This design comes from an exercise in tuning for small area, a short achievable clock period and few clock cycles per item on the open sky130 flow, not from production work. Function was not checked in any run shown here: the RTL went through the layout flow alone. Power is estimated from default activity; no workload was simulated.

**flow/config.mk**
```make
export PLATFORM = sky130hd
export DESIGN_NAME = image_rotate_scatter_address
export DESIGN_NICKNAME = image_rotate_scatter_address
export VERILOG_FILES = /design/flow/design.v
export SDC_FILE = /design/flow/constraint.sdc
export NUM_CORES = 4
export LEC_CHECK = 0
export CAP_MARGIN = 20
export CORE_MARGIN = 2
export CORE_UTILIZATION = 45
export SETUP_SLACK_MARGIN = 5
export SLEW_MARGIN = 20
export TNS_END_PERCENT = 0
```
**flow/constraint.sdc**
```tcl
create_clock -name core_clock -period 10.0 [get_ports {i_clk}]
set_input_delay 2.0000 -clock core_clock [delete_from_list [all_inputs] [get_ports {i_clk}]]
set_output_delay 2.0000 -clock core_clock [all_outputs]
set_load 0.01 [all_outputs]
```
**flow/design.v**
```verilog
package irsa_pkg;
    localparam int unsigned MAX_DIM = 4096;
    localparam int unsigned CFG_W   = 13;
    localparam int unsigned IDX_W   = 2;
    localparam int unsigned DIM_W   = 13;
    localparam int unsigned POS_W   = 12;
    localparam int unsigned ROT_W   = 2;
    localparam int unsigned BPP_W   = 5;
    localparam int unsigned PROD_W  = POS_W + DIM_W;
    localparam int unsigned ADDR_W  = 28;
    localparam logic [IDX_W-1:0] REG_SRC_WIDTH       = 2'd0;
    localparam logic [IDX_W-1:0] REG_SRC_HEIGHT      = 2'd1;
    localparam logic [IDX_W-1:0] REG_ROTATION        = 2'd2;
    localparam logic [IDX_W-1:0] REG_BYTES_PER_PIXEL = 2'd3;
    localparam logic [ROT_W-1:0] ROT_INVALID = 2'd0;
    localparam logic [ROT_W-1:0] ROT_90      = 2'd1;
    localparam logic [ROT_W-1:0] ROT_180     = 2'd2;
    localparam logic [ROT_W-1:0] ROT_270     = 2'd3;
    localparam logic [DIM_W-1:0] DIM_MAX = DIM_W'(MAX_DIM);
    localparam logic [DIM_W-1:0] DIM_RST = 13'd1;
    localparam logic [BPP_W-1:0] BPP_MAX = 5'd16;
    localparam logic [BPP_W-1:0] BPP_RST = 5'd4;
    typedef struct packed {
        logic accept;
        logic map_en;
        logic out_load;
    } t_dp_cmd;
endpackage
import irsa_pkg::*;
module image_rotate_scatter_address
#(
    parameter int unsigned PIXEL_BITS = 32
) (
    input  logic                  i_clk,
    input  logic                  i_rst_n,
    input  logic                  i_cfg_wr_en,
    input  logic [IDX_W-1:0]      i_cfg_index,
    input  logic [CFG_W-1:0]      i_cfg_wdata,
    input  logic                  i_in_valid,
    output logic                  o_in_stall,
    input  logic [PIXEL_BITS-1:0] i_pixel_in,
    input  logic                  i_frame_start,
    output logic                  o_out_valid,
    input  logic                  i_out_stall,
    output logic [PIXEL_BITS-1:0] o_pixel_out,
    output logic [POS_W-1:0]      o_dest_col,
    output logic [POS_W-1:0]      o_dest_row,
    output logic [ADDR_W-1:0]     o_byte_address,
    output logic                  o_frame_last,
    output logic                  o_bad_rotation
);
    logic [DIM_W-1:0] r_w;        
    logic [DIM_W-1:0] r_h;        
    logic [ROT_W-1:0] r_rot;
    logic [BPP_W-1:0] r_bpp;      
    logic             r_bad;      
    logic [DIM_W-1:0] cfg_dim;
    logic [BPP_W-1:0] cfg_bpp;
    always_comb begin
        if (i_cfg_wdata == '0) begin
            cfg_dim = DIM_W'(1);
        end else if (i_cfg_wdata > CFG_W'(MAX_DIM)) begin
            cfg_dim = DIM_MAX;
        end else begin
            cfg_dim = DIM_W'(i_cfg_wdata);
        end
        if (i_cfg_wdata[BPP_W-1:0] == '0) begin
            cfg_bpp = BPP_W'(1);
        end else if (i_cfg_wdata[BPP_W-1:0] > BPP_MAX) begin
            cfg_bpp = BPP_MAX;
        end else begin
            cfg_bpp = i_cfg_wdata[BPP_W-1:0];
        end
    end
    always_ff @(posedge i_clk) begin
        if (!i_rst_n) begin
            r_w   <= DIM_RST;
            r_h   <= DIM_RST;
            r_rot <= ROT_90;
            r_bpp <= BPP_RST;
            r_bad <= 1'b0;
        end else if (i_cfg_wr_en) begin
            unique case (i_cfg_index)
                REG_SRC_WIDTH:       r_w <= cfg_dim;
                REG_SRC_HEIGHT:      r_h <= cfg_dim;
                REG_ROTATION: begin
                    r_rot <= i_cfg_wdata[ROT_W-1:0];
                    r_bad <= (i_cfg_wdata[ROT_W-1:0] == ROT_INVALID);
                end
                REG_BYTES_PER_PIXEL: r_bpp <= cfg_bpp;
                default: begin
                end
            endcase
        end
    end
    wire rot90  = (r_rot == ROT_90);
    wire rot180 = (r_rot == ROT_180);
    wire bad    = (r_rot == ROT_INVALID);
    localparam int unsigned DB_W = 17;
    logic [POS_W-1:0]      r_pc, r_pr;         
    logic                  r_pcz;              
    logic                  r_org;              
    logic                  r_ce, r_re;         
    logic                  r_mid;              
    logic [DB_W-1:0]       r_db;               
    logic [ADDR_W-1:0]     r_k;                
    logic                  r_direct;           
    logic                  r_ov;
    logic                  r_stall;
    logic                  r_sv;
    logic [PIXEL_BITS-1:0] r_spix;
    logic                  r_sfs;
    logic [PIXEL_BITS-1:0] r_pix;
    logic [POS_W-1:0]      r_dr, r_dc;
    logic [ADDR_W-1:0]     r_addr;
    logic                  r_last;
    localparam logic [2:0] E_INIT = 3'd0;    
    localparam logic [2:0] E_Y    = 3'd1;    
    localparam logic [2:0] E_T    = 3'd2;    
    localparam logic [2:0] E_FIN  = 3'd3;    
    localparam logic [2:0] E_FIN2 = 3'd4;    
    localparam logic [2:0] E_P    = 3'd5;    
    localparam logic [2:0] E_Q    = 3'd6;    
    logic       r_busy;
    logic [2:0] r_est;
    logic [3:0] r_idx;
    logic       r_bit;
    logic       r_a_dbl, r_a_addr, r_a_negb, r_b_b, r_b_db, r_b_k, r_b_dc, r_sub;
    wire                  fs  = r_sv ? r_sfs  : i_frame_start;
    wire [PIXEL_BITS-1:0] pix = r_sv ? r_spix : i_pixel_in;
    wire accept   = i_in_valid && !r_stall;
    wire fs_wait  = fs && !r_org;
    wire can_go   = !r_ov || !i_out_stall;
    wire have     = r_sv || accept;
    wire ld_out   = can_go && have;
    wire load     = ld_out && !fs_wait;
    wire skid_ld  = accept && !(can_go && !fs_wait);
    wire [POS_W-1:0] pe_c = r_org ? '0 : r_pc;
    wire [POS_W-1:0] pe_r = r_org ? '0 : r_pr;
    wire [DIM_W-1:0] wd_x = r_w + {1'b0, ~pe_c};
    wire [DIM_W-1:0] hd_x = r_h + {1'b0, ~pe_r};
    wire [POS_W-1:0] wd   = wd_x[POS_W-1:0];
    wire [POS_W-1:0] hd   = hd_x[POS_W-1:0];
    wire oor    = !wd_x[POS_W] || !hd_x[POS_W];
    wire [POS_W-1:0] pc1 = r_org ? POS_W'(1) : r_pc + POS_W'(1);
    wire [POS_W-1:0] pr1 = r_org ? POS_W'(1) : r_pr + POS_W'(1);
    wire w_is1  = (r_w == DIM_W'(1));
    wire h_is1  = (r_h == DIM_W'(1));
    wire colend = r_org ? w_is1 : r_ce;
    wire rowend = r_org ? h_is1 : r_re;
    wire wd_is0 = (wd == '0);
    wire hd_is0 = (hd == '0);
    wire wd_is1 = (wd == POS_W'(1));
    wire hd_is1 = (hd == POS_W'(1));
    logic [POS_W-1:0] dr_s, dc_s;
    always_comb begin
        dr_s = '0; dc_s = '0;
        unique case (r_rot)
            ROT_90:  begin dr_s = pe_c; dc_s = hd;   end
            ROT_180: begin dr_s = hd;   dc_s = wd;   end
            ROT_270: begin dr_s = wd;   dc_s = pe_r; end
            default: begin end
        endcase
    end
    wire [POS_W-1:0] npc = colend ? '0 : pc1;
    wire [POS_W-1:0] npr = colend ? (rowend ? '0 : pr1) : pe_r;
    wire [DIM_W-1:0] dmul = rot180 ? r_w : r_h;
    wire [DIM_W-1:0] xmul = rot180 ? r_h : r_w;
    logic [DIM_W-1:0] bmul;
    always_comb begin
        unique case (r_est)
            E_Y:     bmul = dmul;
            E_T:     bmul = xmul;
            default: bmul = {1'b0, r_dr};
        endcase
    end
    wire [3:0] idx_m1 = r_idx - 4'd1;
    wire       idx_last = (r_idx == '0);
    wire [DIM_W-1:0] lz_in = (r_busy && r_est == E_Y) ? xmul : dmul;
    wire       lz_a   = |lz_in[11:8];
    wire       lz_b   = |lz_in[7:4];
    wire [3:0] lz_nib = lz_a ? lz_in[11:8] : (lz_b ? lz_in[7:4] : lz_in[3:0]);
    wire [1:0] lz_lo  = lz_nib[3] ? 2'd3 : (lz_nib[2] ? 2'd2 : (lz_nib[1] ? 2'd1 : 2'd0));
    wire [3:0] lz_top = lz_in[12] ? 4'd12 : {lz_a ? 2'd2 : (lz_b ? 2'd1 : 2'd0), lz_lo};
    wire [3:0] top_d  = lz_top;
    wire [3:0] top_x  = lz_top;
    localparam int unsigned CTL_W = 8;
    function automatic logic [CTL_W-1:0] ctl_run(input logic org, input logic pcz,
                                                 input logic [ROT_W-1:0] rot);
        logic r90, r180;
        r90  = (rot == ROT_90);
        r180 = (rot == ROT_180);
        if (org) begin
            ctl_run = {1'b0, 1'b0, 1'b1, 1'b0, r90, !r90, 1'b0, 1'b0};
        end else if (pcz && rot[0]) begin
            ctl_run = {1'b0, 1'b1, 1'b0, 1'b0, 1'b0, 1'b1, 1'b0, r90};
        end else begin
            ctl_run = {1'b0, 1'b1, 1'b0, r180, !r180, 1'b0, 1'b0, !r90};
        end
    endfunction
    function automatic logic [CTL_W-1:0] ctl_eng(input logic [2:0] est, input logic bit_,
                                                 input logic r180, input logic first);
        unique case (est)
            E_Y:      ctl_eng = {!first, 1'b0, 1'b0, bit_, 1'b0, 1'b0, 1'b0, 1'b0};
            E_T, E_P: ctl_eng = {!first, 1'b0, 1'b0, 1'b0, bit_, 1'b0, 1'b0, 1'b0};
            E_FIN:    ctl_eng = {1'b0, 1'b1, 1'b0, 1'b0, !r180, 1'b0, 1'b0, !r180};
            E_FIN2:   ctl_eng = {1'b0, 1'b1, 1'b0, 1'b1, 1'b0, 1'b0, 1'b0, 1'b0};
            E_Q:      ctl_eng = {1'b0, 1'b1, 1'b0, 1'b0, 1'b0, 1'b0, 1'b1, 1'b0};
            default:  ctl_eng = {1'b0, 1'b1, 1'b0, 1'b0, 1'b0, 1'b0, 1'b0, 1'b0};
        endcase
    endfunction
    logic       e_busy, e_org, e_direct, e_bit, e_first;
    logic [2:0] e_est;
    logic [3:0] e_idx;
    wire        k_done = (r_est == E_FIN && rot180) || r_est == E_FIN2;
    always_comb begin
        e_busy   = r_busy;
        e_est    = r_est;
        e_idx    = idx_m1;
        e_bit    = bmul[idx_m1];
        e_org    = r_org;
        e_direct = r_direct;
        e_first  = 1'b0;
        unique case (r_est)
            E_INIT: begin
                e_est   = E_Y;
                e_idx   = top_d;
                e_bit   = 1'b1;
                e_first = 1'b1;
            end
            E_Y: begin
                if (idx_last) begin
                    e_est   = E_T;
                    e_idx   = top_x;
                    e_bit   = 1'b1;
                    e_first = 1'b1;
                end
            end
            E_T: begin
                if (idx_last) e_est = E_FIN;
            end
            E_FIN, E_FIN2: begin
                if (!k_done) begin
                    e_est = E_FIN2;
                end else if (r_mid) begin
                    e_est   = E_P;
                    e_idx   = 4'(POS_W);
                    e_bit   = 1'b0;
                    e_first = 1'b1;
                end else begin
                    e_org  = 1'b1;       
                    e_busy = 1'b0;
                    e_est  = E_INIT;
                end
            end
            E_P: begin
                if (idx_last) begin
                    e_est = E_Q;
                    e_idx = 4'(r_bpp - BPP_W'(1));
                end
            end
            default: begin   
                if (idx_last) begin
                    e_busy   = 1'b0;
                    e_direct = 1'b1;
                    e_est    = E_INIT;
                end
            end
        endcase
    end
    wire w_quick = (i_cfg_index == REG_BYTES_PER_PIXEL);
    wire [CTL_W-1:0] ctl_busy  = e_busy ? ctl_eng(e_est, e_bit, rot180, e_first) : ctl_run(e_org, r_pcz, r_rot);
    wire [CTL_W-1:0] ctl_load  = ctl_run(colend && rowend, colend, r_rot);
    wire [CTL_W-1:0] ctl_hold  = ctl_run(r_org, r_pcz, r_rot);
    wire [CTL_W-1:0] ctl_wait  = ctl_run(1'b1, r_pcz, r_rot);
    wire [CTL_W-1:0] ctl_quick = ctl_eng(E_Y, 1'b1, rot180, 1'b1);
    wire fs_block = have && fs_wait;
    logic [CTL_W-1:0] n_ctl;
    logic             n_busy, n_org, n_pcz, n_direct, n_bit;
    logic [2:0]       n_est;
    logic [3:0]       n_idx;
    always_comb begin
        n_busy   = r_busy;
        n_est    = r_est;
        n_idx    = idx_m1;
        n_bit    = e_bit;
        n_org    = r_org;
        n_pcz    = r_pcz;
        n_direct = r_direct;
        n_ctl    = ctl_hold;
        if (i_cfg_wr_en) begin
            n_busy = 1'b1;
            if (w_quick) begin
                n_est = E_Y;
                n_idx = top_d;
                n_bit = 1'b1;
                n_ctl = ctl_quick;
            end else begin
                n_est = E_INIT;
            end
        end else if (r_busy) begin
            n_busy   = e_busy;
            n_est    = e_est;
            n_idx    = e_idx;
            n_org    = e_org;
            n_direct = e_direct;
            n_ctl    = ctl_busy;
        end else if (load) begin
            n_direct = 1'b0;
            n_pcz    = colend;
            n_org    = colend && rowend;
            n_ctl    = ctl_load;
        end else if (fs_block) begin
            n_org    = 1'b1;
            n_ctl    = ctl_wait;
        end
    end
    wire n_a_dbl, n_a_addr, n_a_negb, n_b_b, n_b_db, n_b_k, n_b_dc, n_sub;
    assign {n_a_dbl, n_a_addr, n_a_negb, n_b_b, n_b_db, n_b_k, n_b_dc, n_sub} = n_ctl;
    wire [BPP_W-1:0]  negb5   = BPP_W'(~r_bpp + BPP_W'(1));
    wire [ADDR_W-1:0] add_a   = ({ADDR_W{r_a_dbl}}  & {r_addr[ADDR_W-2:0], 1'b0})
                              | ({ADDR_W{r_a_addr}} & r_addr)
                              | ({ADDR_W{r_a_negb}} & {{(ADDR_W-BPP_W){1'b1}}, negb5});
    wire [ADDR_W-1:0] add_b   = ({ADDR_W{r_b_b}}  & ADDR_W'(r_bpp))
                              | ({ADDR_W{r_b_db}} & ADDR_W'(r_db))
                              | ({ADDR_W{r_b_k}}  & r_k)
                              | ({ADDR_W{r_b_dc}} & ADDR_W'(r_dc));
    wire [ADDR_W-1:0] add_b2  = r_sub ? ~add_b : add_b;
    localparam int unsigned NPOS = ADDR_W + 1;
    localparam int unsigned NLEV = $clog2(NPOS);
    logic [NPOS-1:0] pg_g [0:NLEV];
    logic [NPOS-1:0] pg_p [0:NLEV];
    assign pg_g[0] = {add_a & add_b2, r_sub};
    assign pg_p[0] = {add_a ^ add_b2, 1'b0};
    for (genvar l = 0; l < NLEV; l++) begin : g_lev
        for (genvar j = 0; j < NPOS; j++) begin : g_pos
            if (((j >> l) & 1) == 1) begin : g_comb
                localparam int unsigned K = ((j >> l) << l) - 1;
                assign pg_g[l+1][j] = pg_g[l][j] | (pg_p[l][j] & pg_g[l][K]);
                assign pg_p[l+1][j] = pg_p[l][j] & pg_p[l][K];
            end else begin : g_pass
                assign pg_g[l+1][j] = pg_g[l][j];
                assign pg_p[l+1][j] = pg_p[l][j];
            end
        end
    end
    wire [ADDR_W-1:0] add_sum = pg_p[0][ADDR_W:1] ^ pg_g[NLEV][ADDR_W-1:0];
    always_ff @(posedge i_clk) begin
        if (!i_rst_n) begin
            r_pcz    <= 1'b1;
            r_org    <= 1'b1;
            r_ov     <= 1'b0;
            r_sv     <= 1'b0;
            r_busy   <= 1'b1;
            r_stall  <= 1'b1;
            r_est    <= E_INIT;
            r_direct <= 1'b0;
        end else begin
            r_ov     <= load || (r_ov && i_out_stall);
            r_sv     <= skid_ld || (r_sv && !load);
            r_stall  <= n_busy || skid_ld || (r_sv && !load);
            r_busy   <= n_busy;
            r_est    <= n_est;
            r_org    <= n_org;
            r_pcz    <= n_pcz;
            r_direct <= n_direct;
        end
    end
    always_ff @(posedge i_clk) begin
        r_mid <= !oor && !r_org;
        if (load) begin
            r_pc <= npc;
            r_pr <= npr;
            r_ce <= colend ? w_is1 : wd_is1;
            r_re <= colend ? (rowend ? h_is1 : hd_is1) : rowend;
        end else if (r_busy && r_est == E_T) begin
            r_ce <= wd_is0;
            r_re <= hd_is0;
        end
    end
    always_ff @(posedge i_clk) begin
        r_idx    <= n_idx;
        r_bit    <= n_bit;
        r_a_dbl  <= n_a_dbl;
        r_a_addr <= n_a_addr;
        r_a_negb <= n_a_negb;
        r_b_b    <= n_b_b;
        r_b_db   <= n_b_db;
        r_b_k    <= n_b_k;
        r_b_dc   <= n_b_dc;
        r_sub    <= n_sub;
        if (r_busy) begin
            r_addr <= add_sum;
            if (r_est == E_Y && idx_last) begin
                r_db <= bad ? '0 : add_sum[DB_W-1:0];
            end
            if (k_done) begin
                r_k  <= add_sum;
                r_dr <= dr_s;
                r_dc <= dc_s;
            end
        end else if (ld_out) begin
            if (r_org || !r_direct) begin
                r_addr <= add_sum;
            end
            r_dr   <= dr_s;
            r_dc   <= dc_s;
        end
    end
    always_ff @(posedge i_clk) begin
        if (skid_ld) begin
            r_spix <= i_pixel_in;
            r_sfs  <= i_frame_start;
        end
        if (ld_out) begin
            r_pix  <= pix;
            r_last <= colend && rowend;
        end
    end
    assign o_in_stall     = r_stall;
    assign o_out_valid    = r_ov;
    assign o_pixel_out    = r_pix;
    assign o_dest_col     = r_dc;
    assign o_dest_row     = r_dr;
    assign o_byte_address = r_addr;
    assign o_frame_last   = r_last;
    assign o_bad_rotation = r_bad;
endmodule
```
**flow/flow/run.sh**
```bash
#!/bin/bash
set -euo pipefail
CTS='-sink_clustering_enable -repair_clock_nets -dont_use_dummy_load'
bash standard.sh SETUP_SLACK_MARGIN=7 'BUFFER_PORTS_ARGS=-buffer_cell sky130_fd_sc_hd__buf_2' "CTS_ARGS=$CTS" finish > flow_make.log 2>&1
```
**flow/standard.sh**
```bash
#!/bin/bash
# synth_recipe.tcl (not shown) runs the flow's synth.tcl, then flattens the netlist and writes it again
# the make line also repeats each setting of config.mk as NAME=value (left out here)
make -C /OpenROAD-flow-scripts/flow DESIGN_CONFIG=/design/flow/config.mk WORK_HOME=/design/flow/orfs CLKGATE_MAP_FILE= SYNTH_SCRIPT=/design/flow/synth_recipe.tcl "${@:-finish}"
```
==> metrics.cfg, run 1 <==
[outcome]
status = complete, no violations

[sta]
setup_viol = 0
fmax_mhz = 311
drv_slew = 0
rsz0062_at_grt = true
min_period_ps = 3210
fin_hold_ws_ps = 530
fin_crit_sh_pct = 32.1
max_slew_margin_pct = 34.3
worst_pin_slew_ps = 982
skew_ps = 22.3
finalHoldViolCount = 0
setup-tns-final_ps = 0

[worst_setup_path]
critPathArrivalTime_ps = 1210
r2r_start = r_org
required_ps = 8000
crit_path_start = r_dc[11]
crit_path_end_kind = primary output
worst-path-max-fanout = 2
startpoint_type = flop
crit_type = reg2out

[floorplan]
fp.dieW_um = 184
design.core.area_mm2 = 0.0317
dieArea_mm2 = 0.0338
rows = 65
ios = 141
initial_core_util_pct = 46.0
die_h_um = 184

[final_layout]
diodes = 0
area_growth_pct = 17.4
layout_common_cells = edfxtp_1 (189), nand2_1 (159), buf_2 (140)
fill_cells = 2880
multi_input_area_mm2 = 0.00753
layout.nets = 1695
layout_commonest_cell = edfxtp_1
post-route-cell-area_mm2 = 0.0171
regArea_mm2 = 0.00683
utilization_pct = 53.9
final_layout_size_suffix_gt1_share_pct = 22.5
final_cells = 1981

[placed_design]
dp.cells = 1906
hpwl_um = 29400
place.gp.congestion = 0.913
place_area_mm2 = 0.0157
io_buffers = 140

[grt]
antenna_found_initial = 0
overflow = 0
grt_pass1_vias = 11500
grt_pass1_wl_um = 65800
track_usage_pct = 24.9
grt_max_degree = 43

[detailed_routing]
wl_per_cell_um = 21.5
drc = 0
ant_nets = 0
wl_um = 42500
vias = 12100
drt_iter0_drc = 1020
viasPerCell = 6.09
dr.pass1.iters = 7

[clocking]
cts_buffers = 29
cts_hold_buf = 0
max-clock-path-buffers = 3
cts_tree = built
clk_latency_ps = 540
cts-root-buf = clkbuf_16
clkSlewWorstSetupHoldPaths_ps = 50
clock_sinks = 246
htreeDepth = 1

[synthesis]
synth_top_area_cell = edfxtp_1
synth-main-ff-cell = edfxtp_1
syn-num-nets = 1530
yosysTopAreaCellShare_pct = 38.9
synth_cell_type_count = 88
syn_inst = 1416
synth_area_per_cell_um2 = 10.3
synth_edf_count = 189
ys_warn_count = 3
synth-seq-area-share_pct = 46.8
netlist_area_mm2 = 0.0146
async_reset_ff_share_pct = 0
synthTopCellsByArea = edfxtp_1 (39%), dfxtp_1 (7.8%), ha_1 (4.7%)
ys_ff_latch = 246

[worst_hold_path]
hold_path_class = reg2reg
min_from = r_bad

[power]
p_leak_nw = 6.51
power.density_mw_per_mm2 = 179
peakVddDrop_v = 0.000140

[job]
maxCapViolations = 0

## stage by stage
stage | setup slack, ps | power (W)
final | 6790 | 0.00306
after detailed placement | 5750 | 0.00210
after global placement | 5830 | 0.00208
after CTS | 6820 | 0.00304
after floorplan | 6300 | 0.00185
after global routing | 6690 | 0.00321
## metal layers
metal | global-route usage [%] | wire [um] | share of wire (%) | vias up
met5 | 0 | 0 | 0 | -
met4 | 8.16 | 1350 | 3.2 | 0
met3 | 2.95 | 2600 | 6.1 | 84
met2 | 41.9 | 20500 | 48 | 459
met1 | 33.3 | 18100 | 43 | 5861
li1 | - | - | - | 5655
## worst max-delay path, cell delays in order, from the launching register on
cell	delay [ps]
edfxtp_1	400
buf_4	150
buf_2	130
## flip-flops by register name, summed over array words and instances (netlist names), 12 cells and up
name / count
r_db: 17
r_k: 28
r_dr: 12
r_addr: 28
r_pix: 32
r_dc: 12
r_pr: 12
r_h: 13
r_pc: 12
r_spix: 32
r_w: 13
## Yosys cell counts (26+ instances only)
| master | n |
|---|---|
| xnor2_1 | 60 |
| dfxtp_1 | 57 |
| a21boi_0 | 30 |
| edfxtp_1 | 189 |
| inv_1 | 49 |
| ha_1 | 55 |
| nand2_1 | 162 |
| nand3_1 | 33 |
| clkbuf_1 | 55 |
| nor2_1 | 77 |
| o21ai_0 | 72 |
| a21oi_1 | 67 |
| mux2_2 | 39 |
| nor3_1 | 26 |
| xor2_1 | 26 |
| nor2b_1 | 29 |
## worst paths after layout
check,endpoint,slack [ps],cells after the start
worst max register to register,r_ce,6810,12
worst min-delay path,r_bad,530,2
worst max-delay path,o_dest_col[11],6790,2
worst min register to register,r_bad,530,2
## power breakdown
part	switching (W)	internal (W)
Combinational	0.000491	0.000378
Clock	0.000382	0.000504
Sequential	0.0000759	0.00123
## cells by family after synthesis
kind of cell / synth area share (%)
AOI/OAI and AO/OA: 20.0
xor gates and xnor gates: 5.36
adders and majority gates: 5.55
buffers and inverters: 3.48
DFF: 46.8
muxes: 4.21
and+or+nand+nor: 14.6
## cell type report
class                           instances  area share, %
Sequential cell                       246           39.9
Timing Repair Buffer                  209           7.70
Clock buffer                           29           4.24
Tap cell                              402           2.94
Inverter                               52           1.16
Multi-Input combinational cell       1043           44.0
## what timing repair did
item                       in CTS  in global routing
hold endpoints to repair        0                  0
buffers inserted               34                 10
setup endpoints to repair     224                222
resized for setup              44                 23
cloned                          2                  0
pin swaps                      19                 18
==> run 2: changes to the inputs <==
--- a/flow/design.v
+++ b/flow/design.v
@@ -52,10 +52,10 @@
     logic [DIM_W-1:0] r_w;        
     logic [DIM_W-1:0] r_h;        
     logic [ROT_W-1:0] r_rot;
-    logic [BPP_W-1:0] r_bpp;      
+    logic [BPP_W-2:0] r_bm1;      
     logic             r_bad;      
     logic [DIM_W-1:0] cfg_dim;
-    logic [BPP_W-1:0] cfg_bpp;
+    logic [BPP_W-2:0] cfg_bm1;
     always_comb begin
         if (i_cfg_wdata == '0) begin
             cfg_dim = DIM_W'(1);
@@ -65,11 +65,11 @@
             cfg_dim = DIM_W'(i_cfg_wdata);
         end
         if (i_cfg_wdata[BPP_W-1:0] == '0) begin
-            cfg_bpp = BPP_W'(1);
+            cfg_bm1 = '0;
         end else if (i_cfg_wdata[BPP_W-1:0] > BPP_MAX) begin
-            cfg_bpp = BPP_MAX;
+            cfg_bm1 = (BPP_W-1)'(BPP_MAX - BPP_W'(1));
         end else begin
-            cfg_bpp = i_cfg_wdata[BPP_W-1:0];
+            cfg_bm1 = (BPP_W-1)'(i_cfg_wdata[BPP_W-1:0] - BPP_W'(1));
         end
     end
     always_ff @(posedge i_clk) begin
@@ -77,7 +77,7 @@
             r_w   <= DIM_RST;
             r_h   <= DIM_RST;
             r_rot <= ROT_90;
-            r_bpp <= BPP_RST;
+            r_bm1 <= (BPP_W-1)'(BPP_RST - BPP_W'(1));
             r_bad <= 1'b0;
         end else if (i_cfg_wr_en) begin
             unique case (i_cfg_index)
@@ -87,7 +87,7 @@
                     r_rot <= i_cfg_wdata[ROT_W-1:0];
                     r_bad <= (i_cfg_wdata[ROT_W-1:0] == ROT_INVALID);
                 end
-                REG_BYTES_PER_PIXEL: r_bpp <= cfg_bpp;
+                REG_BYTES_PER_PIXEL: r_bm1 <= cfg_bm1;
                 default: begin
                 end
             endcase
@@ -125,7 +125,7 @@
     logic [2:0] r_est;
     logic [3:0] r_idx;
     logic       r_bit;
-    logic       r_a_dbl, r_a_addr, r_a_negb, r_b_b, r_b_db, r_b_k, r_b_dc, r_sub;
+    logic       r_a_dbl, r_a_addr, r_a_negb, r_b_b, r_b_db, r_b_k, r_b_dc, r_sub, r_cin;
     wire                  fs  = r_sv ? r_sfs  : i_frame_start;
     wire [PIXEL_BITS-1:0] pix = r_sv ? r_spix : i_pixel_in;
     wire accept   = i_in_valid && !r_stall;
@@ -256,7 +256,7 @@
             E_P: begin
                 if (idx_last) begin
                     e_est = E_Q;
-                    e_idx = 4'(r_bpp - BPP_W'(1));
+                    e_idx = 4'(r_bm1);
                 end
             end
             default: begin   
@@ -317,20 +317,20 @@
     end
     wire n_a_dbl, n_a_addr, n_a_negb, n_b_b, n_b_db, n_b_k, n_b_dc, n_sub;
     assign {n_a_dbl, n_a_addr, n_a_negb, n_b_b, n_b_db, n_b_k, n_b_dc, n_sub} = n_ctl;
-    wire [BPP_W-1:0]  negb5   = BPP_W'(~r_bpp + BPP_W'(1));
+    wire n_cin = n_sub ^ n_b_b;
     wire [ADDR_W-1:0] add_a   = ({ADDR_W{r_a_dbl}}  & {r_addr[ADDR_W-2:0], 1'b0})
                               | ({ADDR_W{r_a_addr}} & r_addr)
-                              | ({ADDR_W{r_a_negb}} & {{(ADDR_W-BPP_W){1'b1}}, negb5});
-    wire [ADDR_W-1:0] add_b   = ({ADDR_W{r_b_b}}  & ADDR_W'(r_bpp))
+                              | ({ADDR_W{r_a_negb}} & ~(ADDR_W'(r_bm1)));    
+    wire [ADDR_W-1:0] add_b   = ({ADDR_W{r_b_b}}  & ADDR_W'(r_bm1))
                               | ({ADDR_W{r_b_db}} & ADDR_W'(r_db))
                               | ({ADDR_W{r_b_k}}  & r_k)
                               | ({ADDR_W{r_b_dc}} & ADDR_W'(r_dc));
     wire [ADDR_W-1:0] add_b2  = r_sub ? ~add_b : add_b;
     localparam int unsigned NPOS = ADDR_W + 1;
-    localparam int unsigned NLEV = $clog2(NPOS);
+    localparam int unsigned NLEV = 5;                
     logic [NPOS-1:0] pg_g [0:NLEV];
     logic [NPOS-1:0] pg_p [0:NLEV];
-    assign pg_g[0] = {add_a & add_b2, r_sub};
+    assign pg_g[0] = {add_a & add_b2, r_cin};
     assign pg_p[0] = {add_a ^ add_b2, 1'b0};
     for (genvar l = 0; l < NLEV; l++) begin : g_lev
         for (genvar j = 0; j < NPOS; j++) begin : g_pos
@@ -389,6 +389,7 @@
         r_b_k    <= n_b_k;
         r_b_dc   <= n_b_dc;
         r_sub    <= n_sub;
+        r_cin    <= n_cin;
         if (r_busy) begin
             r_addr <= add_sum;
             if (r_est == E_Y && idx_last) begin
==> metrics.cfg, run 2 <==
[synthesis]
synth.most_common_cell = edfxtp_1
synth_top_area_cell = edfxtp_1
synth_edf_count = 189  ; unchanged
ys_ff_latch = 246  ; unchanged
synth-seq-area-share_pct = 48.3  ; +1.5 points
syn_inst = 1359  ; -4.0%
synthTopCellsByCount = edfxtp_1 (189), nand2_1 (123), a21oi_1 (100), nor2_1 (91), o21ai_0 (72)
synthTopCellsByArea = edfxtp_1 (40%), dfxtp_1 (8.1%), ha_1 (4.8%)
yosysTopAreaCellShare_pct = 40.2  ; +1.3 points
ys_warn_count = 3  ; unchanged
synth_cell_type_count = 77  ; -13%
syn-num-nets = 1473  ; -3.7%
async_reset_ff_share_pct = 0  ; unchanged
synth-main-ff-cell = edfxtp_1
synth_area_per_cell_um2 = 10.4  ; +0.93%
netlist_area_mm2 = 0.0141  ; -3.1%

[floorplan]
die_h_um = 181  ; -1.5%
rows = 64  ; -1.5%
design.core.area_mm2 = 0.0307  ; -3.1%
dieArea_mm2 = 0.0328  ; -3.1%
initial_core_util_pct = 45.9  ; about the same
fp.dieW_um = 181  ; -1.5%
ios = 141  ; unchanged

[clocking]
cts_hold_buf = 0  ; unchanged
cts_buffers = 28  ; -3.4%
clock_sinks = 246  ; unchanged
clkSlewWorstSetupHoldPaths_ps = 60  ; about the same
max-clock-path-buffers = 3  ; unchanged
htreeDepth = 1  ; unchanged
cts-root-buf = clkbuf_16
cts_tree = built
clk_latency_ps = 520  ; -20 ps

[final_layout]
reg_top3 = r_pix: 32 flops, r_spix: 32 flops
layout_common_cells = edfxtp_1 (189), buf_2 (140), nand2_1 (123)
layout.nets = 1614  ; -4.8%
utilization_pct = 53.4  ; -0.57 points
final_layout_size_suffix_gt1_share_pct = 21.0  ; -1.5 points
diodes = 0  ; unchanged
layout_commonest_cell = edfxtp_1
area_growth_pct = 16.2

[grt]
track_usage_pct = 23.5  ; -1.4 points
grt_max_degree = 45  ; +4.7%
antenna_found_initial = 0  ; unchanged
grt_pass1_wl_um = 61600  ; -6.3%
overflow = 0  ; unchanged
grt_pass1_vias = 10900  ; -4.9%

[detailed_routing]
viasPerCell = 5.95  ; -2.2%
drt_iter0_drc = 1061  ; +4.0%
ant_nets = 0  ; unchanged
dr.pass1.iters = 7  ; unchanged
vias = 11300  ; -6.5%
drc = 0  ; unchanged
wl_per_cell_um = 21.0  ; -2.4%
wl_um = 39700  ; -6.7%

[sta]
fin_crit_sh_pct = 34.3  ; +2.2 points
worst_pin_slew_ps = 974  ; -8.71 ps
setup-tns-final_ps = 0  ; unchanged
setup_viol = 0  ; unchanged
fmax_mhz = 292  ; -6.3%
skew_ps = 16.5  ; -5.85 ps
drv_slew = 0  ; unchanged
rsz0062_at_grt = true
min_period_ps = 3430  ; +217 ps
finalHoldViolCount = 0  ; unchanged
max_slew_margin_pct = 35.0  ; +0.75 points

[power]
sw_frac_of_total_pct = 28.8  ; -2.3 points
p_leak_nw = 6.19  ; -5.0%
switchingPower_w = 0.000779  ; -18%
peakVddDrop_v = 0.000112  ; -20%
p_int_w = 0.00193  ; -8.4%
combPwrFrac_pct = 22.5  ; -5.9 points
seqPwrFrac_pct = 46.4  ; +3.8 points
power_frac_clock_pct = 31.1  ; +2.1 points
power.density_mw_per_mm2 = 165  ; -7.6%

[worst_setup_path]
required_ps = 10340  ; +2340 ps
startpoint_type = primary input
cp_slowest_cell = or4_4
critPathArrivalTime_ps = 3770  ; +2560 ps
crit_type = in2reg
cp_cell_sequence = buf_2 > mux2i_4 > o21ai_2 > nand2b_4 > clkinv_8 > nand3_1 > o21ai_1 > nand4_1 > or3_1 > or4_4 > o31ai_2
cpPeakStageDelay_ps = 420  ; +20 ps
crit_path_end_kind = flop
r2r_setup_slack_ps = 6620  ; -190 ps
worst-path-max-fanout = 4  ; +2

[placed_design]
io_buffers = 140  ; unchanged
hpwl_um = 27600  ; -6.3%
place.gp.congestion = 0.917  ; +0.52%

[outcome]
status = complete, no violations

[worst_hold_path]
hold_path_class = reg2reg

[job]
maxCapViolations = 0  ; unchanged

[run 2: changes by cell type in the layout (fill, tap and decap cells not counted), sizes merged, moves of 7 or more]
| cell | delta |
|---|---|
| buf | -26 |
| inv | -7 |
| and3 | -9 |
| and2 | -12 |
| nor2 | +14 |
| nand3 | -12 |
| a21boi | -27 |
| nand4 | +7 |
| a21oi | +31 |
| o211ai | -7 |
| nand2 | -39 |
| nand2b | +28 |
| a22o | -8 |
[run 2: layer usage]
layer	share of wire, %	global-route usage [%]
met1	44	31.8
met2	47	39.3
met3	6.8	3.63
met4	2.6	6.24
met5	0	0
[run 2: power groups by stage]
stage | clock network (W) | logic [W] | registers [W]
floorplan | 0 | 0.000388 | 0.00127
global placement | 0 | 0.000565 | 0.00128
detailed placement | 0 | 0.000571 | 0.00128
CTS | 0.000871 | 0.000588 | 0.00126
global route | 0.000913 | 0.000664 | 0.00126
finish | 0.000844 | 0.000609 | 0.00126
[run 2: cell families (layout without fill, tap and decap cells)]
| group | count (synthesis) | count (layout) | synth area share, % |
|---|---|---|---|
| AND/OR/NAND/NOR | 412 | 412 | 14.4 |
| AO/OA/AOI/OAI | 374 | 374 | 18.2 |
| flip-flops | 246 | 246 | 48.3 |
| buffers and inverters | 119 | 258 | 3.22 |
| XOR/XNOR | 91 | 91 | 5.75 |
| adder cells (fa/ha/maj) | 62 | 62 | 5.85 |
| multiplexers | 55 | 55 | 4.24 |
[run 2: path summary, 6_finish.rpt]
kind                 startpoint     to  cells after the start
hold / removal            r_bad  r_bad                      2
hold reg to reg           r_bad  r_bad                      2
setup / recovery  i_frame_start   r_ce                     11
setup reg to reg          r_org   r_re                     15
[run 2: what timing repair did]
| action | CTS | global route |
|---|---|---|
| cloned | 3 | 1 |
| endpoints found under the setup margin | 235 | 238 |
| resized for setup | 36 | 23 |
| setup buffers | 16 | 8 |
| pin swaps | 10 | 14 |
[run 2: final cells by class]
type	instances	area [um^2]
fillers	2769	14300
multi-input cells	994	7050
flip-flops and latches	246	6840
repair buffers	184	1130
clock buffers	28	701
well taps	396	495
inverters	45	185
repair inverters	1	8.76
[run 2: critical path: cells and delay by family]
| kind | cells | cell delay (ps) |
|---|---|---|
| mux | 1 | 160 |
| simple gates | 5 | 1070 |
| compound gates | 3 | 350 |
| buf+inv | 2 | 190 |
[run 2: through the flow]
| stage | std cells | worst slack, ps | total power [W] | hold slack (ps) | cell area [um^2] |
|---|---|---|---|---|---|
| finish | 1894 | 6570 | 0.00271 | 492 | 16400 |
| global route | 1894 | 6480 | 0.00284 | 543 | 16400 |
| CTS | 1884 | 6600 | 0.00272 | 498 | 16200 |
| detailed placement | 1837 | 5790 | 0.00185 | 483 | 15200 |
| global placement | 1837 | 5890 | 0.00184 | 481 | 15200 |
| floorplan | 1359 | 6210 | 0.00166 | 459 | 14200 |
==> run 3: changes to the inputs <==
--- a/flow/design.v
+++ b/flow/design.v
@@ -57,13 +57,9 @@
     logic [DIM_W-1:0] cfg_dim;
     logic [BPP_W-2:0] cfg_bm1;
     always_comb begin
-        if (i_cfg_wdata == '0) begin
-            cfg_dim = DIM_W'(1);
-        end else if (i_cfg_wdata > CFG_W'(MAX_DIM)) begin
-            cfg_dim = DIM_MAX;
-        end else begin
-            cfg_dim = DIM_W'(i_cfg_wdata);
-        end
+        cfg_dim = {i_cfg_wdata[CFG_W-1],
+                   i_cfg_wdata[CFG_W-2:1] & {(CFG_W-2){!i_cfg_wdata[CFG_W-1]}},
+                   (i_cfg_wdata[0] && !i_cfg_wdata[CFG_W-1]) || (i_cfg_wdata == '0)};
         if (i_cfg_wdata[BPP_W-1:0] == '0) begin
             cfg_bm1 = '0;
         end else if (i_cfg_wdata[BPP_W-1:0] > BPP_MAX) begin
@@ -114,15 +110,23 @@
     logic [POS_W-1:0]      r_dr, r_dc;
     logic [ADDR_W-1:0]     r_addr;
     logic                  r_last;
-    localparam logic [2:0] E_INIT = 3'd0;    
-    localparam logic [2:0] E_Y    = 3'd1;    
-    localparam logic [2:0] E_T    = 3'd2;    
-    localparam logic [2:0] E_FIN  = 3'd3;    
-    localparam logic [2:0] E_FIN2 = 3'd4;    
-    localparam logic [2:0] E_P    = 3'd5;    
-    localparam logic [2:0] E_Q    = 3'd6;    
+    localparam int unsigned S_INIT = 0;      
+    localparam int unsigned S_Y    = 1;      
+    localparam int unsigned S_T    = 2;      
+    localparam int unsigned S_FIN  = 3;      
+    localparam int unsigned S_FIN2 = 4;      
+    localparam int unsigned S_P    = 5;      
+    localparam int unsigned S_Q    = 6;      
+    localparam int unsigned NST    = 7;
+    localparam logic [NST-1:0] E_INIT = NST'(1) << S_INIT;
+    localparam logic [NST-1:0] E_Y    = NST'(1) << S_Y;
+    localparam logic [NST-1:0] E_T    = NST'(1) << S_T;
+    localparam logic [NST-1:0] E_FIN  = NST'(1) << S_FIN;
+    localparam logic [NST-1:0] E_FIN2 = NST'(1) << S_FIN2;
+    localparam logic [NST-1:0] E_P    = NST'(1) << S_P;
+    localparam logic [NST-1:0] E_Q    = NST'(1) << S_Q;
     logic       r_busy;
-    logic [2:0] r_est;
+    logic [NST-1:0] r_est;
     logic [3:0] r_idx;
     logic       r_bit;
     logic       r_a_dbl, r_a_addr, r_a_negb, r_b_b, r_b_db, r_b_k, r_b_dc, r_sub, r_cin;
@@ -168,15 +172,17 @@
     wire [DIM_W-1:0] xmul = rot180 ? r_h : r_w;
     logic [DIM_W-1:0] bmul;
     always_comb begin
-        unique case (r_est)
-            E_Y:     bmul = dmul;
-            E_T:     bmul = xmul;
-            default: bmul = {1'b0, r_dr};
-        endcase
+        if (r_est[S_Y]) begin
+            bmul = dmul;
+        end else if (r_est[S_T]) begin
+            bmul = xmul;
+        end else begin
+            bmul = {1'b0, r_dr};
+        end
     end
     wire [3:0] idx_m1 = r_idx - 4'd1;
     wire       idx_last = (r_idx == '0);
-    wire [DIM_W-1:0] lz_in = (r_busy && r_est == E_Y) ? xmul : dmul;
+    wire [DIM_W-1:0] lz_in = (r_busy && r_est[S_Y]) ? xmul : dmul;
     wire       lz_a   = |lz_in[11:8];
     wire       lz_b   = |lz_in[7:4];
     wire [3:0] lz_nib = lz_a ? lz_in[11:8] : (lz_b ? lz_in[7:4] : lz_in[3:0]);
@@ -198,21 +204,20 @@
             ctl_run = {1'b0, 1'b1, 1'b0, r180, !r180, 1'b0, 1'b0, !r90};
         end
     endfunction
-    function automatic logic [CTL_W-1:0] ctl_eng(input logic [2:0] est, input logic bit_,
-                                                 input logic r180, input logic first);
-        unique case (est)
-            E_Y:      ctl_eng = {!first, 1'b0, 1'b0, bit_, 1'b0, 1'b0, 1'b0, 1'b0};
-            E_T, E_P: ctl_eng = {!first, 1'b0, 1'b0, 1'b0, bit_, 1'b0, 1'b0, 1'b0};
-            E_FIN:    ctl_eng = {1'b0, 1'b1, 1'b0, 1'b0, !r180, 1'b0, 1'b0, !r180};
-            E_FIN2:   ctl_eng = {1'b0, 1'b1, 1'b0, 1'b1, 1'b0, 1'b0, 1'b0, 1'b0};
-            E_Q:      ctl_eng = {1'b0, 1'b1, 1'b0, 1'b0, 1'b0, 1'b0, 1'b1, 1'b0};
-            default:  ctl_eng = {1'b0, 1'b1, 1'b0, 1'b0, 1'b0, 1'b0, 1'b0, 1'b0};
-        endcase
+    function automatic logic [CTL_W-1:0] ctl_eng(input logic [NST-1:0] est, input logic bit_,
+                                                 input logic r180, input logic first,
+                                                 input logic bad_);
+        logic hor;
+        hor     = est[S_Y] || est[S_T] || est[S_P];
+        ctl_eng = {hor && !first, !hor, 1'b0,
+                   (est[S_Y] && bit_ && !bad_) || est[S_FIN2],    
+                   ((est[S_T] || est[S_P]) && bit_) || (est[S_FIN] && !r180),
+                   1'b0, est[S_Q], est[S_FIN] && !r180};
     endfunction
     logic       e_busy, e_org, e_direct, e_bit, e_first;
-    logic [2:0] e_est;
+    logic [NST-1:0] e_est;
     logic [3:0] e_idx;
-    wire        k_done = (r_est == E_FIN && rot180) || r_est == E_FIN2;
+    wire        k_done = (r_est[S_FIN] && rot180) || r_est[S_FIN2];
     always_comb begin
         e_busy   = r_busy;
         e_est    = r_est;
@@ -221,63 +226,55 @@
         e_org    = r_org;
         e_direct = r_direct;
         e_first  = 1'b0;
-        unique case (r_est)
-            E_INIT: begin
-                e_est   = E_Y;
-                e_idx   = top_d;
-                e_bit   = 1'b1;
+        if (r_est[S_INIT]) begin
+            e_est   = E_Y;
+            e_idx   = top_d;
+            e_bit   = 1'b1;
+            e_first = 1'b1;
+        end
+        if (r_est[S_Y] && idx_last) begin
+            e_est   = E_T;
+            e_idx   = top_x;
+            e_bit   = 1'b1;
+            e_first = 1'b1;
+        end
+        if (r_est[S_T] && idx_last) begin
+            e_est   = E_FIN;
+        end
+        if (r_est[S_FIN] || r_est[S_FIN2]) begin
+            if (!k_done) begin
+                e_est = E_FIN2;
+            end else if (r_mid) begin
+                e_est   = E_P;
+                e_idx   = 4'(POS_W);
+                e_bit   = 1'b0;
                 e_first = 1'b1;
+            end else begin
+                e_org  = 1'b1;       
+                e_busy = 1'b0;
+                e_est  = E_INIT;
             end
-            E_Y: begin
-                if (idx_last) begin
-                    e_est   = E_T;
-                    e_idx   = top_x;
-                    e_bit   = 1'b1;
-                    e_first = 1'b1;
-                end
-            end
-            E_T: begin
-                if (idx_last) e_est = E_FIN;
-            end
-            E_FIN, E_FIN2: begin
-                if (!k_done) begin
-                    e_est = E_FIN2;
-                end else if (r_mid) begin
-                    e_est   = E_P;
-                    e_idx   = 4'(POS_W);
-                    e_bit   = 1'b0;
-                    e_first = 1'b1;
-                end else begin
-                    e_org  = 1'b1;       
-                    e_busy = 1'b0;
-                    e_est  = E_INIT;
-                end
-            end
-            E_P: begin
-                if (idx_last) begin
-                    e_est = E_Q;
-                    e_idx = 4'(r_bm1);
-                end
-            end
-            default: begin   
-                if (idx_last) begin
-                    e_busy   = 1'b0;
-                    e_direct = 1'b1;
-                    e_est    = E_INIT;
-                end
-            end
-        endcase
+        end
+        if (r_est[S_P] && idx_last) begin
+            e_est = E_Q;
+            e_idx = 4'(r_bm1);
+        end
+        if (r_est[S_Q] && idx_last) begin
+            e_busy   = 1'b0;
+            e_direct = 1'b1;
+            e_est    = E_INIT;
+        end
     end
     wire w_quick = (i_cfg_index == REG_BYTES_PER_PIXEL);
-    wire [CTL_W-1:0] ctl_busy  = e_busy ? ctl_eng(e_est, e_bit, rot180, e_first) : ctl_run(e_org, r_pcz, r_rot);
+    wire [CTL_W-1:0] ctl_busy  = e_busy ? ctl_eng(e_est, e_bit, rot180, e_first, bad) : ctl_run(e_org, r_pcz, r_rot);
     wire [CTL_W-1:0] ctl_load  = ctl_run(colend && rowend, colend, r_rot);
     wire [CTL_W-1:0] ctl_hold  = ctl_run(r_org, r_pcz, r_rot);
     wire [CTL_W-1:0] ctl_wait  = ctl_run(1'b1, r_pcz, r_rot);
-    wire [CTL_W-1:0] ctl_quick = ctl_eng(E_Y, 1'b1, rot180, 1'b1);
-    wire fs_block = have && fs_wait;
+    wire [CTL_W-1:0] ctl_quick = ctl_eng(E_Y, 1'b1, rot180, 1'b1, bad);
+    wire fs_block = r_sv ? (r_sfs && !r_org) : (i_in_valid && !r_stall && i_frame_start && !r_org);
     logic [CTL_W-1:0] n_ctl;
     logic             n_busy, n_org, n_pcz, n_direct, n_bit;
-    logic [2:0]       n_est;
+    logic [NST-1:0]   n_est;
     logic [3:0]       n_idx;
     always_comb begin
         n_busy   = r_busy;
@@ -305,14 +302,14 @@
             n_org    = e_org;
             n_direct = e_direct;
             n_ctl    = ctl_busy;
-        end else if (load) begin
+        end else if (fs_block) begin
+            n_org    = 1'b1;
+            n_ctl    = ctl_wait;
+        end else if (ld_out) begin
             n_direct = 1'b0;
             n_pcz    = colend;
             n_org    = colend && rowend;
             n_ctl    = ctl_load;
-        end else if (fs_block) begin
-            n_org    = 1'b1;
-            n_ctl    = ctl_wait;
         end
     end
     wire n_a_dbl, n_a_addr, n_a_negb, n_b_b, n_b_db, n_b_k, n_b_dc, n_sub;
@@ -371,11 +368,13 @@
         if (load) begin
             r_pc <= npc;
             r_pr <= npr;
-            r_ce <= colend ? w_is1 : wd_is1;
-            r_re <= colend ? (rowend ? h_is1 : hd_is1) : rowend;
-        end else if (r_busy && r_est == E_T) begin
+        end
+        if (r_busy) begin
             r_ce <= wd_is0;
             r_re <= hd_is0;
+        end else if (load) begin
+            r_ce <= colend ? w_is1 : wd_is1;
+            r_re <= colend ? (rowend ? h_is1 : hd_is1) : rowend;
         end
     end
     always_ff @(posedge i_clk) begin
@@ -392,8 +391,8 @@
         r_cin    <= n_cin;
         if (r_busy) begin
             r_addr <= add_sum;
-            if (r_est == E_Y && idx_last) begin
-                r_db <= bad ? '0 : add_sum[DB_W-1:0];
+            if (r_est[S_Y] && idx_last) begin
+                r_db <= add_sum[DB_W-1:0];
             end
             if (k_done) begin
                 r_k  <= add_sum;
==> flow/flow/run.sh (replaced) <==
#!/bin/bash
set -euo pipefail
CTS='-sink_clustering_enable -repair_clock_nets -dont_use_dummy_load -sink_clustering_size 25 -sink_clustering_max_diameter 100 -buf_list {sky130_fd_sc_hd__clkbuf_16}'
bash standard.sh SETUP_SLACK_MARGIN=7 'BUFFER_PORTS_ARGS=-buffer_cell sky130_fd_sc_hd__buf_2' "CTS_ARGS=$CTS" finish > flow_make.log 2>&1
--- a/flow/config.mk
+++ b/flow/config.mk
@@ -7,7 +7,7 @@
 export LEC_CHECK = 0
 export CAP_MARGIN = 20
 export CORE_MARGIN = 2
-export CORE_UTILIZATION = 45
+export CORE_UTILIZATION = 55
 export SETUP_SLACK_MARGIN = 5
 export SLEW_MARGIN = 20
 export TNS_END_PERCENT = 0
==> metrics.cfg, run 3 <==
[detailed_routing]
ant_nets = 0  ; unchanged
vias = 11200  ; -0.87%
viasPerCell = 6.24  ; +4.9%
dr.pass1.iters = 5  ; -2
drc = 0  ; unchanged
drt_iter0_drc = 1268  ; +20%
wl_per_cell_um = 21.7  ; +3.6%
wl_um = 38900  ; -2.1%

[final_layout]
layout.nets = 1576  ; -2.4%
diodes = 0  ; unchanged
area_growth_pct = 12.2
fill_cells = 2058  ; -26%
layout_commonest_cell = edfxtp_1
reg_top3 = r_pix: 32 flops, r_spix: 32 flops
final_layout_size_suffix_gt1_share_pct = 19.7  ; -1.3 points
multi_input_area_mm2 = 0.00695  ; -1.4%
layout_common_cells = edfxtp_1 (189), buf_2 (140), nand2_1 (135)
post-route-cell-area_mm2 = 0.0158  ; -3.5%
regArea_mm2 = 0.00691  ; +1.1%

[placed_design]
hpwl_um = 27400  ; -0.45%
io_buffers = 140  ; unchanged
place.gp.congestion = 0.971  ; +5.9%
place_area_mm2 = 0.0152  ; -0.13%
place_ws_ps = 6010  ; +217 ps

[synthesis]
ys_warn_count = 3  ; unchanged
synth.most_common_cell = edfxtp_1
async_reset_ff_share_pct = 0  ; unchanged
netlist_area_mm2 = 0.0141  ; about the same
synth-main-ff-cell = edfxtp_1
synth_edf_count = 189  ; unchanged
synthTopCellsByArea = edfxtp_1 (40%), dfxtp_1 (8.7%), ha_1 (4.8%)
synth_top_area_cell = edfxtp_1
ys_ff_latch = 250  ; +1.6%
synth-seq-area-share_pct = 48.9  ; +0.58 points
syn_inst = 1343  ; -1.2%
synth_area_per_cell_um2 = 10.5  ; +1.2%
synth_cell_type_count = 75  ; -2.6%
synthTopCellsByCount = edfxtp_1 (189), nand2_1 (137), a21oi_1 (102), nor2_1 (100)
yosysTopAreaCellShare_pct = 40.2  ; about the same
syn-num-nets = 1457  ; -1.1%

[floorplan]
initial_core_util_pct = 56.0  ; +10 points
ios = 141  ; unchanged
fp.dieW_um = 164  ; -9.4%
design.core.area_mm2 = 0.0252  ; -18%
dieArea_mm2 = 0.0270  ; -18%
die_h_um = 164  ; -9.4%
rows = 58  ; -9.4%

[power]
combPwrFrac_pct = 26.6  ; +4.1 points
p_int_w = 0.00179  ; -7.3%
p_leak_nw = 6.06  ; -2.2%
switchingPower_w = 0.000791  ; +1.6%
total_power_w = 0.00258  ; -4.8%
power_frac_clock_pct = 22.2  ; -8.9 points
peakVddDrop_v = 0.000126  ; +13%
sw_frac_of_total_pct = 30.7  ; +1.9 points
seqPwrFrac_pct = 51.1  ; +4.7 points
power.density_mw_per_mm2 = 163  ; -1.3%

[job]
maxCapViolations = 0  ; unchanged

[worst_setup_path]
required_ps = 10230  ; -110 ps
worst-path-max-fanout = 9  ; +5
critPathArrivalTime_ps = 3650  ; -120 ps
startpoint_type = flop
crit_path_end_kind = flop
crit_type = reg2reg
r2r_setup_slack_ps = 6580  ; -40 ps

[grt]
track_usage_pct = 28.7  ; +5.2 points
overflow = 0  ; unchanged
grt_pass1_vias = 10600  ; -3.1%
grt_pass1_wl_um = 60100  ; -2.5%
grt_max_degree = 39  ; -13%
antenna_found_initial = 0  ; unchanged

[clocking]
clk_latency_ps = 490  ; -30 ps
clock_sinks = 250  ; +1.6%
cts_tree = built
max-clock-path-buffers = 3  ; unchanged
cts_hold_buf = 0  ; unchanged
htreeDepth = 1  ; unchanged
clkSlewWorstSetupHoldPaths_ps = 100  ; +40 ps
cts_buffers = 14  ; -50%
cts-root-buf = clkbuf_16

[sta]
finalHoldViolCount = 0  ; unchanged
drv_slew = 0  ; unchanged
setup_viol = 0  ; unchanged
rsz0062_at_grt = true
fmax_mhz = 292  ; +0.25%
worst_pin_slew_ps = 853  ; -121 ps
skew_ps = 24.4  ; +7.95 ps
max_slew_margin_pct = 43.0  ; +8.0 points
setup-tns-final_ps = 0  ; unchanged
min_period_ps = 3420  ; -8.55 ps
finalWorstSetupSlack_ps = 6580  ; +8.55 ps
fin_crit_sh_pct = 34.2  ; -0.086 points

[outcome]
status = complete, no violations

[worst_hold_path]
hold_path_class = reg2reg

run 3: cell types whose count changed after synthesis, sizes merged, moves of 9 or more:
cell,delta
nand2,+14
mux4,+14
nor2,+9
a22oi,+13
nor2b,-13
nor3b,-10
run 3: final cells by class:
cell class	count	share of cell area [%]
flip-flops and latches	250	43.6
inverters	44	1.14
well taps	330	2.61
multi-input cells	977	43.9
repair buffers	175	6.51
clock buffers	14	2.21
run 3: kinds of logic after synthesis:
logic type	Yosys count	synth area share, %
compound gates	355	16.7
xor+xnor	78	4.84
fa+ha+maj	62	5.85
buf+inv	116	3.19
flops	250	48.9
mux	74	6.90
simple gates	408	13.7
run 3: critical path, stage by stage (launching register included):
cell,delay (ps)
dfxtp_4,370
buf_12,130
a22o_1,210
a221oi_2,190
xor2_1,230
fa_2,250
nor2b_1,50
o31a_1,290
o22a_1,230
and2_4,160
a221o_1,390
a21o_1,200
a21o_1,190
a21oi_2,180
xnor2_2,100
run 3: final timing paths:
| kind | from | end | cells after the start |
|---|---|---|---|
| hold reg to reg | r_bad | r_bad | 2 |
| setup reg to reg | r_b_k | r_k[14] | 14 |
| hold / removal | r_bad | r_bad | 2 |
| setup / recovery | r_b_k | r_k[14] | 14 |
run 3: through the flow:
step                hold slack [ps]  utilization [%]  std cells
global route                    528             62.9       1790
floorplan                       459                -       1343
detailed placement              486             60.3       1758
CTS                             499             62.4       1783
finish                          493             62.9       1790
global placement                477             60.3       1758
run 3: power groups by stage:
stage | Sequential (W) | Clock (W) | Combinational [W]
floorplan | 0.00134 | 0 | 0.000431
global placement | 0.00134 | 0 | 0.000632
detailed placement | 0.00134 | 0 | 0.000641
CTS | 0.00132 | 0.000587 | 0.000666
global route | 0.00133 | 0.000615 | 0.000757
finish | 0.00132 | 0.000573 | 0.000687
run 3: metal layers:
metal | vias to the layer above | GRT usage (%) | wire, um
li1 | 5263 | - | -
met4 | 0 | 9.53 | 1240
met2 | 456 | 47.5 | 18300
met3 | 65 | 3.26 | 2680
met1 | 5393 | 39.5 | 16700
met5 | - | 0 | 0
run 3: timing repair:
item / CTS / global route
gates resized for setup: 21 / 11
setup buffers: 10 / 6
pin swaps: 12 / 14
cloned: 1 / 0
endpoints found under the setup margin: 255 / 241
==> run 4: changes to the inputs <==
--- a/flow/config.mk
+++ b/flow/config.mk
@@ -10,4 +10,4 @@
 export CORE_UTILIZATION = 55
 export SETUP_SLACK_MARGIN = 5
 export SLEW_MARGIN = 20
-export TNS_END_PERCENT = 0
+export TNS_END_PERCENT = 10
==> metrics.cfg, run 4 <==
[power]
peakVddDrop_v = 0.000129  ; +1.8%
p_leak_nw = 6.27  ; +3.6%
power.density_mw_per_mm2 = 162  ; -0.63%

[worst_setup_path]
required_ps = 10230  ; about the same
r2r_setup_slack_ps = 6580  ; about the same
cp_slowest_cell = dfxtp_4
r2r_start = r_b_k
startpoint_type = flop
crit_path_end_kind = flop
critPathArrivalTime_ps = 3650  ; about the same
r2r_cells = 14  ; unchanged
crit_type = reg2reg
cpPeakStageDelay_ps = 370  ; -20 ps
crit_top_cell = a21o_1
worst-path-max-fanout = 6  ; -3
r2r_end = r_k[14]
cp_cell_sequence = buf_12 > a22o_1 > a221oi_2 > xor2_1 > fa_2 > nor2b_2 > o31a_1 > o22a_1 > and2_4 > a221o_1 > a21o_1 > a21o_1 > a21oi_2 > xnor2_2
path_buf_inv = 1  ; unchanged
crit_family = compound AO/OA/AOI/OAI gates

[synthesis]
ys_warn_count = 3  ; unchanged
synth-seq-area-share_pct = 48.9  ; unchanged
async_reset_ff_share_pct = 0  ; unchanged
syn_inst = 1343  ; unchanged
netlist_area_mm2 = 0.0141  ; unchanged
synth_edf_count = 189  ; unchanged
synth_cell_type_count = 75  ; unchanged
synth.most_common_cell = edfxtp_1
yosysTopAreaCellShare_pct = 40.2  ; unchanged
ys_ff_latch = 250  ; unchanged
synth_top_area_cell = edfxtp_1
synthTopCellsByArea = edfxtp_1 (40%), dfxtp_1 (8.7%), ha_1 (4.8%)
synthTopCellsByCount = edfxtp_1 (189), nand2_1 (137), a21oi_1 (102), nor2_1 (100)
synth_area_per_cell_um2 = 10.5  ; unchanged
synth-main-ff-cell = edfxtp_1
syn-num-nets = 1457  ; unchanged

[sta]
rsz0062_at_grt = true
fin_hold_ws_ps = 492  ; -0.345 ps
fin_crit_sh_pct = 34.2  ; about the same
min_period_ps = 3420  ; -0.0200 ps
fmax_mhz = 292  ; about the same
finalHoldViolCount = 0  ; unchanged
skew_ps = 28.1  ; +3.71 ps
setup-tns-final_ps = 0  ; unchanged
max_slew_margin_pct = 42.5  ; -0.56 points
drv_slew = 0  ; unchanged
worst_pin_slew_ps = 861  ; +8.40 ps
finalWorstSetupSlack_ps = 6580  ; +0.0200 ps
setup_viol = 0  ; unchanged

[clocking]
cts_buffers = 14  ; unchanged
max-clock-path-buffers = 3  ; unchanged
clkSlewWorstSetupHoldPaths_ps = 100  ; about the same
clk_latency_ps = 500  ; about the same
cts-root-buf = clkbuf_16
cts_hold_buf = 0  ; unchanged
htreeDepth = 1  ; unchanged
clock_sinks = 250  ; unchanged
cts_tree = built

[final_layout]
utilization_pct = 64.7  ; +1.8 points
final_cells = 1824  ; +1.9%
layout_commonest_cell = edfxtp_1
diodes = 0  ; unchanged
final_layout_size_suffix_gt1_share_pct = 23.5  ; +3.8 points
layout.nets = 1610  ; +2.2%
area_growth_pct = 15.4
reg_top3 = r_pix: 32 flops, r_spix: 32 flops
layout_common_cells = edfxtp_1 (189), buf_2 (139), nand2_1 (135)

[floorplan]
dieArea_mm2 = 0.0270  ; unchanged
die_h_um = 164  ; unchanged
rows = 58  ; unchanged
fp.dieW_um = 164  ; unchanged
initial_core_util_pct = 56.0  ; unchanged
design.core.area_mm2 = 0.0252  ; unchanged
ios = 141  ; unchanged

[detailed_routing]
wl_per_cell_um = 21.8  ; +0.51%
ant_nets = 0  ; unchanged
vias = 11400  ; +1.8%
viasPerCell = 6.24  ; about the same
dr.pass1.iters = 5  ; unchanged
wl_um = 39800  ; +2.4%
drt_iter0_drc = 1205  ; -5.0%
drc = 0  ; unchanged

[outcome]
status = complete, no violations

[grt]
track_usage_pct = 29.4  ; +0.72 points
antenna_found_initial = 0  ; unchanged
grt_pass1_wl_um = 61600  ; +2.4%
overflow = 0  ; unchanged
grt_pass1_vias = 10900  ; +3.0%
grt_max_degree = 35  ; -10%

[placed_design]
hpwl_um = 27400  ; unchanged
place.gp.congestion = 0.971  ; unchanged
place_ws_ps = 6010  ; unchanged
dp.cells = 1758  ; unchanged
io_buffers = 140  ; unchanged

[worst_hold_path]
min_from = r_bad
hold-path-endpoint = r_bad
whs_path_depth = 2  ; unchanged
hold_path_class = reg2reg

[job]
maxCapViolations = 0  ; unchanged

==> run 4: worst max-delay path by stage <==
stage	startpoint	end	cells after the start
after floorplan	i_in_valid	r_cin	9
after global placement	r_b_db	r_addr[26]	12
after detailed placement	r_b_db	r_addr[26]	12
after CTS	r_b_k	r_k[14]	14
after global routing	r_b_k	r_k[26]	14
final	r_b_k	r_k[14]	14
==> run 4: where the power goes <==
| part | switching [W] | internal (W) |
|---|---|---|
| registers | 0.0000778 | 0.00124 |
| clock network | 0.000323 | 0.000252 |
| logic | 0.000414 | 0.000327 |
| total | 0.000815 | 0.00182 |
==> run 4: what timing repair did <==
item / in CTS / in global routing
endpoints found under the setup margin: 255 / 235
resized for setup: 61 / 12
pin swaps: 45 / 14
setup buffers: 44 / 4
gates cloned: 3 / 0
==> run 4: area by class of cell <==
cell class                 instances  area, um^2
tap                              330         413
multi-input combinational        977        7080
timing repair inverter             2        17.5
timing repair buffer             207        1300
sequential                       250        6920
inverter                          44         208
clock buffer                      14         350
fill                            2016        8890
==> run 4: worst register-to-register path, cell delays in order, from the launching register on <==
cell and delay [ps]:
dfxtp_4 370, buf_12 130, a22o_1 240, a221oi_2 190, xor2_1 230, fa_2 260, nor2b_2 50, o31a_1 270
o22a_1 240, and2_4 140, a221o_1 370, a21o_1 210, a21o_1 200, a21oi_2 180, xnor2_2 90
==> run 4: cell families (layout without fill, tap and decap cells) <==
family                     Yosys count  count (layout)  share of synthesized area [%]
and+or+nand+nor                    408             408                           13.7
AOI/OAI and AO/OA                  355             355                           16.7
DFF                                250             250                           48.9
buffers and inverters              116             267                           3.19
xor gates and xnor gates            78              78                           4.84
muxes                               74              74                           6.90
adders and majority gates           62              62                           5.85
==> run 4: metal layers <==
| layer | up-vias | GRT usage, % | share of wire, % | wire length [um] |
|---|---|---|---|---|
| li1 | 5332 | - | - | - |
| met1 | 5491 | 40.1 | 43 | 17000 |
| met2 | 477 | 49.1 | 47 | 18800 |
| met3 | 80 | 3.16 | 6.6 | 2630 |
| met4 | 0 | 10.2 | 3.5 | 1390 |
| met5 | - | 0 | 0 | 0 |
==> run 4: through the flow <==
| stage | area, um^2 | power, W |
|---|---|---|
| floorplan | 14200 | 0.00177 |
| global placement | 15200 | 0.00197 |
| detailed placement | 15200 | 0.00198 |
| CTS | 16200 | 0.00262 |
| global route | 16300 | 0.00275 |
| finish | 16300 | 0.00264 |

-- afterwards: timing with drivers on the ports --
In the flow no input, the clock included, has a driving cell. The finished layouts below were timed again as built, in two steps.
Step 1 sets driving cells, clkbuf_16 on the clock port and buf_2 on the other inputs (assumed; they add their load-dependent delay and slew).
Step 2 also shifts input and output timing later by t, the mid clock arrival at the registers, as if the neighbouring blocks saw the same clock.
Three values: ideal ports, drivers, drivers and shift; two values: the first two.
run	t (ns)	setup WS [ns]	worst setup path after step 2	clock arrival spread, ns
run 1	0.577	6.789 / 6.740 / 6.247	input to register	0.023 / 0.023
run 2	0.568	6.571 / 6.573 / 6.005	input to register	0.016 / 0.017
run 3	0.532	6.580 / 6.580 / 6.085	input to register	0.025 / 0.025
run 4	0.535	6.580 / 6.580 / 6.254	input to register	0.028 / 0.028
After both steps setup and hold are still met in every run listed. The setup slack of run 2, which loses most, moves by +0.002 ns with the drivers and by -0.566 ns with both steps.
